This is an optimization exercise on Yosys and OpenROAD, whose aim is a short achievable clock period and few clock cycles, not a production implementation.
In this exercise RTL edits were held to simulation tests only and were not proved equivalent to the original.

==> run a <==
// mem_region_controller
module mem_region_controller (
    input  logic        i_clk,
    input  logic        i_rst_n,
    input  logic        i_cmd_valid,
    output logic        o_cmd_ready,
    input  logic        i_cmd_we,
    input  logic [19:0] i_cmd_addr,
    input  logic [3:0]  i_cmd_len,
    input  logic [7:0]  i_wr_data,
    input  logic        i_wr_valid,
    output logic        o_wr_ready,
    output logic [7:0]  o_rd_data,
    output logic        o_rd_valid,
    output logic        o_busy,
    output logic        o_done,
    output logic        o_err,
    output logic        o_ext_req,
    output logic        o_ext_we,
    output logic [19:0] o_ext_addr,
    output logic [7:0]  o_ext_wdata,
    input  logic [7:0]  i_ext_rdata,
    input  logic        i_ext_ack
);
clock: 4.0 ns
lec_check: 0
abc_clock_period_in_ps: 2000
cap_margin: 20
core_margin: 2
core_utilization: 60
cts_cluster_diameter: 60
cts_cluster_size: 30
setup_slack_margin: 1.8
slew_margin: 20
standard.sh (not shown) runs the stock make flow with config.mk's settings and CLKGATE_MAP_FILE= SYNTH_SCRIPT=/design/flow/synth_recipe.tcl, a recipe that flattens the netlist after the stock synthesis.
==> flow/flow/run.sh <==
#!/bin/bash
# Standard layout (the standard.sh: standard synthesis, ORFS place/CTS/route),
# with the port buffers that placement inserts made plain buffers (buf_8) instead
# of the library's default pick; every input and output port still gets its own
# buffer. The make output goes to run_standard.log in this folder.
set -euo pipefail
export BUFFER_PORTS_ARGS="-buffer_cell sky130_fd_sc_hd__buf_8"
bash standard.sh finish > run_standard.log 2>&1
==> inputs of run b, as changes to run a <==
--- a/flow/design.v
+++ b/flow/design.v
@@ -48,19 +48,14 @@
     logic        r_ogo;        
     logic        r_orq;        
     logic        r_rd_valid;   
     logic        r_wrdy;       
     logic        r_nd_wv;      
     logic        r_nd_ack;     
-    logic        r_cnot;       
-    logic        r_c_rdy;      
-    logic        r_c_nwv;      
-    logic        r_c_nack;     
     logic        r_dany;       
-    logic        r_d_nwv;      
-    logic        r_d_nack;     
+    logic        r_cnot;       
     logic        r_dn_err;     
     logic        r_erd;        
     logic        r_nhold;      
     logic [7:0]  r_wdata;      
     logic [15:0]   r_hsel;     
     logic [7:0]    r_pa;       
@@ -78,21 +73,21 @@
     assign c_int    = (i_cmd_addr[19:8] == 12'd0);
     assign c_err    = c_lo_sum[4] & ((&i_cmd_addr[19:4]) | (c_int & (&i_cmd_addr[7:4])));
     assign c_len0   = (i_cmd_len == 4'd0);
     assign c_len1   = (i_cmd_len == 4'd1);
     assign o_ext_req   = r_oreq | (r_ogo & i_wr_valid);
     assign o_busy      = r_cnot | (r_nd_wv & ~i_wr_valid) | (r_nd_ack & ~i_ext_ack);
-    assign o_cmd_ready = ~r_c_rdy & (i_wr_valid | ~r_c_nwv) & (i_ext_ack | ~r_c_nack);
-    assign o_done      = r_dany & (i_wr_valid | r_d_nwv) & (i_ext_ack | r_d_nack);
+    assign o_cmd_ready = ~o_busy;
+    assign o_done      = r_dany & ~((r_nd_wv & ~i_wr_valid) | (r_nd_ack & ~i_ext_ack));
     assign o_err       = r_dn_err;
     assign o_wr_ready  = r_wrdy;
     assign o_ext_we    = r_ewe;
     assign o_ext_addr  = r_eaddr;
-    assign o_ext_wdata = r_wdata | (i_wr_data & {{4{r_ogo}}, {4{r_nhold}}});
+    assign o_ext_wdata = r_wdata | (i_wr_data & {8{r_nhold}});
     assign o_rd_valid  = r_rd_valid | (r_orq & i_ext_ack);
-    assign o_rd_data   = r_rd_data | (i_ext_rdata & {{4{r_orq}}, {4{r_erd}}});
+    assign o_rd_data   = r_rd_data | (i_ext_rdata & {8{r_erd}});
     logic xreq, xfer, accept, fast;
     assign xreq   = r_ext & (~r_ewe | r_hold | i_wr_valid);
     assign xfer   = xreq & i_ext_ack;
     assign accept = i_cmd_valid & (r_rdy | (r_iwl & i_wr_valid) | (r_el & xfer));
     assign fast   = r_t2 & (r_pa == i_cmd_addr[7:0]) & ~((&i_cmd_addr[3:0]) & ~c_len0);
     logic med;
@@ -139,15 +134,13 @@
         end else begin
             for (int l = 0; l < 16; l++) r_hsel[l] <= (i_cmd_addr[7:4] == 4'(l));
         end
         if (!r_sw) begin
             r_pa <= i_cmd_addr[7:0];
         end
-        if (n_strm) begin
-            r_b0sel <= 16'd0;
-        end else if (!r_sw) begin
+        if (!r_sw) begin
             for (int j = 0; j < 16; j++) r_b0sel[j] <= (i_cmd_addr[3:0] == 4'(j));
         end
         if (r_strm & ~r_last) begin
             r_bsel <= {r_bsel[30:0], 1'b0};
             r_ba1  <= r_ba1 + 8'd1;
         end else if (!r_sw) begin
@@ -156,24 +149,23 @@
         end
         if (iwr_fire) begin
             r_lw_a <= r_waddr;
             r_lw_d <= i_wr_data;
         end
     end
-    logic [7:0] byte0_c, bytes_c, byte_c, rdata_c;
+    logic [7:0] byte0_c, bytes_c, byte_c, ba_c, rdata_c;
     always_comb begin
         byte0_c = 8'd0;
         for (int j = 0; j < 16; j++) byte0_c = byte0_c | ({8{r_b0sel[j]}} & r_L[j*8 +: 8]);
         bytes_c = 8'd0;
         for (int j = 0; j < 32; j++) bytes_c = bytes_c | ({8{r_bsel[j]}} & r_L[j*8 +: 8]);
     end
-    logic lw_hit;
-    assign byte_c  = byte0_c | (bytes_c & {8{r_strm}});
-    assign lw_hit  = r_lw_v & (r_strm ? (r_lw_a == r_ba1) : (r_lw_a == r_pa));
+    assign byte_c  = r_strm ? bytes_c : byte0_c;
+    assign ba_c    = r_strm ? r_ba1 : r_pa;
     assign rdata_c = (iwr_fire && (r_waddr == r_pa)) ? i_wr_data :
-                     lw_hit                          ? r_lw_d    : byte_c;
+                     (r_lw_v && (r_lw_a == ba_c))    ? r_lw_d    : byte_c;
     always_ff @(posedge i_clk) begin
         r_rd_data <= n_erd ? 8'd0 : rdata_c;
     end
     always_ff @(posedge i_clk or negedge i_rst_n) begin
         if (!i_rst_n) begin
             r_t1   <= 1'b0;
@@ -356,19 +348,14 @@
             r_ogo      <= 1'b0;
             r_orq      <= 1'b0;
             r_rd_valid <= 1'b0;
             r_wrdy     <= 1'b0;
             r_nd_wv    <= 1'b0;
             r_nd_ack   <= 1'b0;
-            r_cnot     <= 1'b0;
-            r_c_rdy    <= 1'b0;
-            r_c_nwv    <= 1'b0;
-            r_c_nack   <= 1'b0;
             r_dany     <= 1'b0;
-            r_d_nwv    <= 1'b0;
-            r_d_nack   <= 1'b0;
+            r_cnot     <= 1'b0;
             r_dn_err   <= 1'b0;
         end else begin
             r_rdy      <= n_rdy;
             r_dn       <= n_dn;
             r_err      <= n_err;
             r_iwr      <= n_iwr;
@@ -388,19 +375,14 @@
             r_waddr    <= n_waddr;
             r_oreq     <= n_ext & (~n_ewe | n_hold);
             r_ogo      <= n_ext & n_ewe & ~n_hold;
             r_orq      <= n_ext & ~n_ewe;
             r_rd_valid <= rd_now;
             r_wrdy     <= n_iwr | (n_ext & n_ewe & ~n_hold);
-            r_nd_wv    <= n_iwl | (n_el & n_ewe & ~n_hold) | ~(n_rdy | n_iwl | n_el);
-            r_nd_ack   <= n_el | ~(n_rdy | n_iwl);
-            r_cnot     <= ~(n_rdy | n_iwl | n_el);
-            r_c_rdy    <= ~(n_rdy | n_iwl | n_el);
-            r_c_nwv    <= ~(n_rdy | (n_el & ~(n_ewe & ~n_hold)));
-            r_c_nack   <= ~(n_rdy | n_iwl);
+            r_nd_wv    <= n_iwl | (n_el & n_ewe & ~n_hold);
+            r_nd_ack   <= n_el;
             r_dany     <= n_dn | n_iwl | n_el;
-            r_d_nwv    <= n_dn | (n_el & ~(n_ewe & ~n_hold));
-            r_d_nack   <= n_dn | n_iwl;
+            r_cnot     <= ~(n_rdy | n_iwl | n_el);
             r_dn_err   <= n_dn & n_err;
         end
     end
 endmodule
==> inputs of run c, as changes to run a <==
--- a/flow/design.v
+++ b/flow/design.v
@@ -139,15 +139,13 @@
         end else begin
             for (int l = 0; l < 16; l++) r_hsel[l] <= (i_cmd_addr[7:4] == 4'(l));
         end
         if (!r_sw) begin
             r_pa <= i_cmd_addr[7:0];
         end
-        if (n_strm) begin
-            r_b0sel <= 16'd0;
-        end else if (!r_sw) begin
+        if (!r_sw) begin
             for (int j = 0; j < 16; j++) r_b0sel[j] <= (i_cmd_addr[3:0] == 4'(j));
         end
         if (r_strm & ~r_last) begin
             r_bsel <= {r_bsel[30:0], 1'b0};
             r_ba1  <= r_ba1 + 8'd1;
         end else if (!r_sw) begin
@@ -156,24 +154,23 @@
         end
         if (iwr_fire) begin
             r_lw_a <= r_waddr;
             r_lw_d <= i_wr_data;
         end
     end
-    logic [7:0] byte0_c, bytes_c, byte_c, rdata_c;
+    logic [7:0] byte0_c, bytes_c, byte_c, ba_c, rdata_c;
     always_comb begin
         byte0_c = 8'd0;
         for (int j = 0; j < 16; j++) byte0_c = byte0_c | ({8{r_b0sel[j]}} & r_L[j*8 +: 8]);
         bytes_c = 8'd0;
         for (int j = 0; j < 32; j++) bytes_c = bytes_c | ({8{r_bsel[j]}} & r_L[j*8 +: 8]);
     end
-    logic lw_hit;
-    assign byte_c  = byte0_c | (bytes_c & {8{r_strm}});
-    assign lw_hit  = r_lw_v & (r_strm ? (r_lw_a == r_ba1) : (r_lw_a == r_pa));
+    assign byte_c  = r_strm ? bytes_c : byte0_c;
+    assign ba_c    = r_strm ? r_ba1 : r_pa;
     assign rdata_c = (iwr_fire && (r_waddr == r_pa)) ? i_wr_data :
-                     lw_hit                          ? r_lw_d    : byte_c;
+                     (r_lw_v && (r_lw_a == ba_c))    ? r_lw_d    : byte_c;
     always_ff @(posedge i_clk) begin
         r_rd_data <= n_erd ? 8'd0 : rdata_c;
     end
     always_ff @(posedge i_clk or negedge i_rst_n) begin
         if (!i_rst_n) begin
             r_t1   <= 1'b0;
==> flow/run.sh (new file) <==
#!/bin/bash
# synth_recipe.tcl (not shown) runs the flow's synth.tcl, then flattens the netlist and writes it again
# the make line also repeats each setting of config.mk as NAME=value (left out here)
make -C /OpenROAD-flow-scripts/flow DESIGN_CONFIG=/design/flow/config.mk WORK_HOME=/design/flow/orfs CLKGATE_MAP_FILE= SYNTH_SCRIPT=/design/flow/synth_recipe.tcl finish
removed: flow/flow/run.sh
removed: flow/standard.sh
==> notes <==
- Run c passed the timing, design-rule and antenna checks. Run a finished with timing, DRC and antenna clean. Run b passed the timing, design-rule and antenna checks.
- Wire length: run a > run b > run c.
- The highest critical path depth belongs to run b, the lowest to run c.
- Of run a and run b, run a has the higher non-clock buffer count (gap 47).
- Between run a and run c, the lower worst hold slack is in run c (gap 0.14 ns).
- Setup slack: run a > run c > run b.
- The highest synthesized cell count belongs to run a, the lowest to run b.
- Between run a and run b, the lower flip-flop and latch count is in run b (gap 5).
- Die area is about the same in run b and run c.
Testbench counts of run a, summed over its fixed seeds: cycles 42,198.
Testbench counts of run b, summed over its fixed seeds: cycles 42,198.
Testbench counts of run c, summed over its fixed seeds: cycles 42,198.

==> re-timing with driven ports <==
Ports are ideal in the flow. The routed layouts listed here were re-timed in OpenROAD. Step 1 assumes that a clkbuf_16 drives the clock port and a buf_2 every other input. Step 2, shift: input delay + t, output delay - t, t = (earliest + latest rising clock arrival at the registers) / 2. This alone moves slack from input paths to output paths. a / b / c = ideal / step 1 / step 2; a / b = the first two.
run	t, ns	slack for setup (ns)	worst setup path after step 2	worst register clock-pin slew, ns	pins driven straight from the clock port
run a	0.897	1.478 / 1.444 / 1.033	input to register	0.11 / 0.11	1
run b	0.887	1.424 / 1.354 / 1.120	input to register	0.11 / 0.11	1
run c	0.887	1.425 / 1.334 / 0.979	input to register	0.11 / 0.11	1
After both steps every run listed still meets setup and hold. The setup slack of run c, which loses most, moves by -0.091 ns with the drivers and by -0.446 ns with both steps.
